This is an optimization exercise on Yosys and OpenROAD, whose aim is small area, a short achievable clock period and few clock cycles per item, not a production implementation.
Only simulation tests tie the RTL to the original design; equivalence was not proved.

<file path="design.v">
`default_nettype none
package rset_pkg;
    localparam int DEPTH    = 64;
    localparam int ADDR_W   = $clog2(DEPTH);
    localparam int CNT_W    = $clog2(DEPTH + 1);
    localparam int VAL_W    = 32;
    localparam int DRAW_W   = 32;
    localparam int FUNC_W   = 2;
    localparam int STAT_W   = 2;
    localparam int MCOUNT_W = 7;
    localparam int S_DATA_W = 64;
    localparam int M_DATA_W = 48;
    typedef logic [FUNC_W-1:0] func_t;
    typedef logic [STAT_W-1:0] status_t;
    localparam func_t FUNC_INSERT = 2'd0;
    localparam func_t FUNC_ERASE  = 2'd1;
    localparam func_t FUNC_SAMPLE = 2'd2;
    localparam func_t FUNC_NONE   = 2'd3;
    localparam status_t STAT_DONE  = 2'd0;
    localparam status_t STAT_MISS  = 2'd1;
    localparam status_t STAT_FULL  = 2'd2;
    localparam status_t STAT_EMPTY = 2'd3;
endpackage
`default_nettype wire
`default_nettype none
module rset_ram #(
    parameter int WIDTH = 32,
    parameter int DEPTH = 64
) (
    input  wire logic                     aclk,
    input  wire logic                     we,
    input  wire logic [$clog2(DEPTH)-1:0] waddr,
    input  wire logic [WIDTH-1:0]         wdata,
    input  wire logic [$clog2(DEPTH)-1:0] raddr,
    output logic      [WIDTH-1:0]         rdata
);
    logic [WIDTH-1:0] mem [DEPTH];
    always_ff @(posedge aclk) begin
        if (we) begin
            mem[waddr] <= wdata;
        end
        rdata <= mem[raddr];
    end
endmodule
`default_nettype wire
`default_nettype none
module randomized_set_table (
    input  wire logic                         aclk,
    input  wire logic                         aresetn,
    input  wire logic                         s_tvalid,
    output logic                              s_tready,
    input  wire logic [rset_pkg::S_DATA_W-1:0] s_tdata,
    input  wire logic [rset_pkg::FUNC_W-1:0]  s_tuser,
    output logic                              m_tvalid,
    input  wire logic                         m_tready,
    output logic      [rset_pkg::M_DATA_W-1:0] m_tdata
);
    localparam int DEPTH    = rset_pkg::DEPTH;
    localparam int ADDR_W   = rset_pkg::ADDR_W;
    localparam int CNT_W    = rset_pkg::CNT_W;
    localparam int VAL_W    = rset_pkg::VAL_W;
    localparam int DRAW_W   = rset_pkg::DRAW_W;
    localparam int STAT_W   = rset_pkg::STAT_W;
    localparam int MCOUNT_W = rset_pkg::MCOUNT_W;
    localparam int M_DATA_W = rset_pkg::M_DATA_W;
    typedef logic [rset_pkg::FUNC_W-1:0] func_t;
    typedef logic [rset_pkg::STAT_W-1:0] status_t;
    localparam func_t   FUNC_INSERT = rset_pkg::FUNC_INSERT;
    localparam func_t   FUNC_ERASE  = rset_pkg::FUNC_ERASE;
    localparam func_t   FUNC_SAMPLE = rset_pkg::FUNC_SAMPLE;
    localparam status_t STAT_DONE   = rset_pkg::STAT_DONE;
    localparam status_t STAT_MISS   = rset_pkg::STAT_MISS;
    localparam status_t STAT_FULL   = rset_pkg::STAT_FULL;
    localparam status_t STAT_EMPTY  = rset_pkg::STAT_EMPTY;
    typedef enum logic [2:0] {
        ST_IDLE,
        ST_SCAN,
        ST_ERASE_RD,
        ST_ERASE_WR,
        ST_MUL,
        ST_SMP_RD,
        ST_SMP_CAP,
        ST_RESP
    } state_t;
    localparam int PROD_W = DRAW_W + CNT_W;
    state_t             state_reg, state_next;
    func_t              func_reg, func_next;
    logic [VAL_W-1:0]   value_reg, value_next;
    logic [DRAW_W-1:0]  draw_reg, draw_next;
    logic [CNT_W-1:0]   count_reg, count_next;
    logic [CNT_W-1:0]   issue_reg, issue_next;
    logic               pend_reg, pend_next;
    logic [ADDR_W-1:0]  pend_idx_reg, pend_idx_next;
    logic [ADDR_W-1:0]  pos_reg, pos_next;
    status_t            res_status_reg, res_status_next;
    logic [VAL_W-1:0]   res_sample_reg, res_sample_next;
    logic               m_tvalid_reg, m_tvalid_next;
    logic [M_DATA_W-1:0] m_tdata_reg, m_tdata_next;
    logic               ram_we;
    logic [ADDR_W-1:0]  ram_waddr;
    logic [VAL_W-1:0]   ram_wdata;
    logic [ADDR_W-1:0]  ram_raddr;
    logic [VAL_W-1:0]   ram_rdata;
    logic [CNT_W-1:0]   last_idx;
    logic [PROD_W-1:0]  prod;
    logic               hit;
    logic               out_free;
    rset_ram #(
        .WIDTH(VAL_W),
        .DEPTH(DEPTH)
    ) u_slots (
        .aclk  (aclk),
        .we    (ram_we),
        .waddr (ram_waddr),
        .wdata (ram_wdata),
        .raddr (ram_raddr),
        .rdata (ram_rdata)
    );
    assign last_idx = count_reg - CNT_W'(1);
    assign prod     = PROD_W'(draw_reg) * PROD_W'(count_reg);
    assign hit      = pend_reg && (ram_rdata == value_reg);
    assign out_free = !m_tvalid_reg || m_tready;
    assign s_tready = (state_reg == ST_IDLE);
    assign m_tvalid = m_tvalid_reg;
    assign m_tdata  = m_tdata_reg;
    always_comb begin
        state_next      = state_reg;
        func_next       = func_reg;
        value_next      = value_reg;
        draw_next       = draw_reg;
        count_next      = count_reg;
        issue_next      = issue_reg;
        pend_next       = pend_reg;
        pend_idx_next   = pend_idx_reg;
        pos_next        = pos_reg;
        res_status_next = res_status_reg;
        res_sample_next = res_sample_reg;
        m_tvalid_next   = m_tvalid_reg;
        m_tdata_next    = m_tdata_reg;
        ram_we          = 1'b0;
        ram_waddr       = pend_idx_reg;
        ram_wdata       = value_reg;
        ram_raddr       = issue_reg[ADDR_W-1:0];
        if (m_tvalid_reg && m_tready) begin
            m_tvalid_next = 1'b0;
        end
        unique case (state_reg)
            ST_IDLE: begin
                if (s_tvalid) begin
                    func_next       = s_tuser;
                    value_next      = s_tdata[VAL_W-1:0];
                    draw_next       = s_tdata[VAL_W +: DRAW_W];
                    issue_next      = '0;
                    pend_next       = 1'b0;
                    res_status_next = STAT_DONE;
                    res_sample_next = '0;
                    unique case (s_tuser)
                        FUNC_INSERT, FUNC_ERASE: state_next = ST_SCAN;
                        FUNC_SAMPLE: begin
                            if (count_reg == '0) begin
                                res_status_next = STAT_EMPTY;
                                state_next      = ST_RESP;
                            end else begin
                                state_next = ST_MUL;
                            end
                        end
                        default: state_next = ST_RESP;
                    endcase
                end
            end
            ST_SCAN: begin
                if (hit) begin
                    pend_next = 1'b0;
                    if (func_reg == FUNC_INSERT) begin
                        res_status_next = STAT_MISS;
                        state_next      = ST_RESP;
                    end else begin
                        pos_next   = pend_idx_reg;
                        state_next = ST_ERASE_RD;
                    end
                end else if (issue_reg < count_reg) begin
                    pend_next     = 1'b1;
                    pend_idx_next = issue_reg[ADDR_W-1:0];
                    issue_next    = issue_reg + CNT_W'(1);
                end else begin
                    pend_next  = 1'b0;
                    state_next = ST_RESP;
                    if (func_reg == FUNC_ERASE) begin
                        res_status_next = STAT_MISS;
                    end else if (count_reg == CNT_W'(DEPTH)) begin
                        res_status_next = STAT_FULL;
                    end else begin
                        ram_we     = 1'b1;
                        ram_waddr  = count_reg[ADDR_W-1:0];
                        count_next = count_reg + CNT_W'(1);
                    end
                end
            end
            ST_ERASE_RD: begin
                ram_raddr  = last_idx[ADDR_W-1:0];
                state_next = ST_ERASE_WR;
            end
            ST_ERASE_WR: begin
                ram_we     = 1'b1;
                ram_waddr  = pos_reg;
                ram_wdata  = ram_rdata;
                count_next = last_idx;
                state_next = ST_RESP;
            end
            ST_MUL: begin
                pos_next   = prod[DRAW_W +: ADDR_W];
                state_next = ST_SMP_RD;
            end
            ST_SMP_RD: begin
                ram_raddr  = pos_reg;
                state_next = ST_SMP_CAP;
            end
            ST_SMP_CAP: begin
                res_sample_next = ram_rdata;
                state_next      = ST_RESP;
            end
            ST_RESP: begin
                if (out_free) begin
                    m_tvalid_next = 1'b1;
                    m_tdata_next  = {
                        (M_DATA_W - STAT_W - VAL_W - MCOUNT_W)'(0),
                        MCOUNT_W'(count_reg),
                        res_sample_reg,
                        res_status_reg
                    };
                    state_next    = ST_IDLE;
                end
            end
            default: state_next = ST_IDLE;
        endcase
    end
    always_ff @(posedge aclk) begin
        if (!aresetn) begin
            state_reg    <= ST_IDLE;
            count_reg    <= '0;
            pend_reg     <= 1'b0;
            m_tvalid_reg <= 1'b0;
        end else begin
            state_reg    <= state_next;
            count_reg    <= count_next;
            pend_reg     <= pend_next;
            m_tvalid_reg <= m_tvalid_next;
        end
        func_reg       <= func_next;
        value_reg      <= value_next;
        draw_reg       <= draw_next;
        issue_reg      <= issue_next;
        pend_idx_reg   <= pend_idx_next;
        pos_reg        <= pos_next;
        res_status_reg <= res_status_next;
        res_sample_reg <= res_sample_next;
        m_tdata_reg    <= m_tdata_next;
    end
endmodule
`default_nettype wire
</file>
<file path="run.sh">
#!/bin/bash
# synth_recipe.tcl (not shown) runs the flow's synth.tcl, then flattens the netlist and writes it again
# the make line also repeats each setting of config.mk as NAME=value (left out here)
make -C /OpenROAD-flow-scripts/flow DESIGN_CONFIG=/design/flow/config.mk WORK_HOME=/design/flow/orfs CLKGATE_MAP_FILE= SYNTH_SCRIPT=/design/flow/synth_recipe.tcl finish
</file>
<file path="config.mk">
export PLATFORM = sky130hd
export DESIGN_NAME = randomized_set_table
export DESIGN_NICKNAME = randomized_set_table
export VERILOG_FILES = /design/flow/design.v
export SDC_FILE = /design/flow/constraint.sdc
export NUM_CORES = 4
export LEC_CHECK = 0
export CAP_MARGIN = 20
export CORE_MARGIN = 2
export CORE_UTILIZATION = 30
export PLACE_DENSITY = 0.5
export SLEW_MARGIN = 20
</file>
<file path="constraint.sdc">
create_clock -name core_clock -period 8.0 [get_ports {aclk}]
set_input_delay 1.6000 -clock core_clock [delete_from_list [all_inputs] [get_ports {aclk}]]
set_output_delay 1.6000 -clock core_clock [all_outputs]
set_load 0.01 [all_outputs]
</file>
==> run summary <==
-- final cells by class --
type,count,area share
inverters,147,0.00508
clock buffers,298,0.0549
flip-flops and latches,2252,0.618
multi-input cells,4365,0.235
repair buffers,322,0.0272
clock inverters,114,0.0116
well taps,4160,0.0479
diodes,4,0.0000921
-- how the worst max path moves through the flow --
stage                                     to                       from  cells after the start  slack, ns
6_report       u_slots.mem[10][20]$_DFFE_PP_  count_reg[1]$_SDFFE_PN0P_                     14       1.85
5_1_grt         u_slots.mem[2][23]$_DFFE_PP_  count_reg[1]$_SDFFE_PN0P_                     14       1.64
4_1_cts        u_slots.mem[10][20]$_DFFE_PP_  count_reg[2]$_SDFFE_PN0P_                     14       1.90
3_5_place_dp    u_slots.mem[2][27]$_DFFE_PP_  count_reg[2]$_SDFFE_PN0P_                     14       1.94
3_3_place_gp   u_slots.mem[10][14]$_DFFE_PP_  count_reg[2]$_SDFFE_PN0P_                     14       1.90
2_1_floorplan   u_slots.mem[41][0]$_DFFE_PP_  count_reg[1]$_SDFFE_PN0P_                     13       1.57
-- routing by layer --
layer  GRT usage  up-vias
met5           0        -
met4      0.0553        6
met3      0.0319      414
met2       0.291     2573
met1       0.264    31100
li1            -    26500
-- logic make-up (layout without fill, tap and decap cells) --
| logic type | count (synthesis) | after routing | share of synthesized area |
|---|---|---|---|
| mux | 95 | 95 | 0.0105 |
| other cells | 1 | 11 | 0.0000396 |
| simple gates | 3305 | 3305 | 0.155 |
| fa+ha+maj | 209 | 209 | 0.0393 |
| compound gates | 693 | 693 | 0.0518 |
| xor+xnor | 56 | 56 | 0.00518 |
| buf+inv | 601 | 881 | 0.0282 |
| flops | 2252 | 2252 | 0.710 |
-- cells in the mapped netlist (15+ instances only) --
library cell	count	area share
ha_1	62	0.0082
a311oi_1	91	0.0084
clkbuf_1	152	0.0060
buf_1	44	0.0017
o211ai_1	21	0.0017
and3_1	213	0.014
a31oi_1	180	0.012
a21oi_1	71	0.0038
xor2_1	35	0.0032
and2_1	172	0.011
nor3_1	15	0.00079
buf_2	232	0.012
o221ai_1	32	0.0030
nand3_1	615	0.033
xnor2_1	21	0.0019
o2111ai_1	49	0.0045
inv_1	145	0.0057
edfxtp_1	2208	0.70
nand4_1	71	0.0047
nand2_1	2043	0.081
o21ai_0	90	0.0048
mux2i_1	65	0.0069
a32oi_1	47	0.0043
o22ai_1	24	0.0016
mux2_2	29	0.0034
o22a_1	19	0.0018
fa_1	147	0.031
buf_4	19	0.0015
nor2_1	103	0.0041
dfxtp_1	44	0.0093
==> results.py <==
metrics = {
    "run_status": {
        "status": "timing/DRC/antenna clean",
    },
    "sta": {
        "fmax_ghz": 0.163,
        "final_hold_viol_count": 0,
        "tns_ns": 0,
        "rsz0062_at_grt": "no",
        "worstMarginPinSlew_ns": 1.19,
        "fin_ws_ns": 1.85,
        "worst_hold_slack_ns": 0.419,
        "setup_viol": 0,
        "post-route-period-util": 0.768,
        "maxSlewHeadroom": 0.196,
        "clock_skew_ns": 0.0528,
        "layout_min_cycle_time_ns": 6.15,
        "slew_violations": 0,
    },
    "finish": {
        "final_common_cell": "edfxtp_1",
        "postLayoutCellArea_um2": 109000,
        "multiInputGateArea_um2": 25600,
        "final_cell_mix": "2208 x edfxtp_1, 2011 x nand2_1, 615 x nand3_1",
        "instances_no_fill": 11700,
        "fillerInstances": 30600,
        "largest_reg_flops": 2048,
        "synthToLayoutAreaGrowth_pct": 14.8,
        "utilization": 0.346,
        "drive_gt1_frac": 0.0908,
        "ff_latch_area_um2": 67200,
        "nets": 7593,
    },
    "clocking": {
        "ctsHoldBuffers": 0,
        "cts.root.buffer_cell": "clkbuf_16",
        "cts_tree": "done",
        "cts_resized": 0,
        "htree_num_levels": 4,
        "clock_path_buffers": 3,
        "cts_buffers": 226,
        "post_cts_buffers": 0,
        "path_clk_slew_ns": 0.06,
        "clkSinkCount": 2252,
        "clk_latency_ns": 0.92,
    },
    "routing": {
        "route.detailed.drc": 0,
        "drt_iter0_markers": 7158,
        "wl_met2_um": 137000,
        "vias": 60600,
        "drtAntennaViolNets": 0,
        "wl_met3_um": 25400,
        "top_layer": "met5",
        "first_pass_iters": 6,
        "drt_wl_total_um": 304000,
        "wl_per_cell_um": 26.1,
        "routed_via_density": 5.19,
        "drt-met1-wl_um": 133000,
    },
    "hold_path": {
        "min_to": "m_tdata_reg[16]$_DFFE_PP_",
        "worstHoldStart": "res_sample_reg[14]$_SDFFCE_PN0P_",
        "hp-class": "reg -> reg",
        "whs_path_depth": 0,
    },
    "grt": {
        "grt_pass1_vias": 57900,
        "track_usage": 0.186,
        "grt_pass1_wl_um": 431000,
        "antenna_found_initial": 24,
        "grt_max_degree": 147,
        "overflow": 0,
    },
    "placement": {
        "dpl.hpwl_um": 178000,
        "place_ws_ns": 1.94,
        "dp.cells": 11200,
        "numPortBuffers": 112,
        "placed_area_um2": 101000,
        "gp_congestion": 0.868,
    },
    "logic_synthesis": {
        "synthArstFlopShare": 0,
        "synth_area_um2": 94700,
        "synth-seq-cells": 2252,
        "synth_edf_count": 2208,
        "ys.flop_type": "edfxtp_1",
        "ys_seq_area_frac": 0.710,
        "yosys_warnings": 2,
        "avgSynthCellArea_um2": 13.1,
        "syn_inst": 7212,
        "synthDistinctLibCells": 82,
    },
    "setup_path": {
        "crit_family": "simple AND/OR/NAND/NOR gates",
        "cp_data_required_time_ns": 8.55,
        "cp-end-kind": "register",
        "cpMostUsedCell": "buf_4",
        "worst-r2r-cell-count": 14,
        "cp_cell_sequence": "buf_4, inv_1, ha_1, nand2_1, o21ai_1, a31oi_1, o21ai_1, nor4bb_2, buf_4, mux2i_1, a21oi_4, nand3b_1, nor2_4, buf_4",
        "critPathMaxFanout": 25,
        "r2r_start": "count_reg[1]$_SDFFE_PN0P_",
        "crit_buf_inv": 4,
        "critPathMaxStageDelay_ns": 0.87,
        "cp.arrival_ns": 6.70,
        "crit_path_start_kind": "register",
        "crit_type": "reg -> reg",
        "r2r-end": "u_slots.mem[10][20]$_DFFE_PP_",
        "cpMaxStageDelayCell": "dfxtp_1",
        "r2r_slack_ns": 1.85,
    },
    "floorplan": {
        "fp-row-count": 206,
        "die_x_um": 566,
        "start_util": 0.301,
        "die_area_um2": 320000,
        "io_pins": 120,
        "core_um2": 314000,
        "die_y_um": 566,
    },
    "run": {
        "cap_viol_max_count": 0,
    },
}
Testbench counts, summed over its fixed seeds: cycles 118,391, items 6,400.

afterwards: timing with drivers on the ports:
Ports are ideal in the flow. The routed layout listed here was re-timed in OpenROAD.
Step 1 assumes that a clkbuf_16 drives the clock port and a buf_2 every other input.
Step 2 adds t to the input delays and takes it off the output delays; t is the mean of the earliest and latest rising clock arrival at the registers after step 1. Input paths then give back, and output paths get back, about the clock's delay inside the block.
a / b / c = ideal / step 1 / step 2; a / b = the first two.
shift t [ns]: 0.997
slack for setup (ns): 1.854 / 1.854 / 1.854
clock arrival spread, ns: 0.055 / 0.054
After both steps this run still meets setup and hold. The setup slack of this run moves by 0.000 ns with the drivers and by 0.000 ns with both steps.
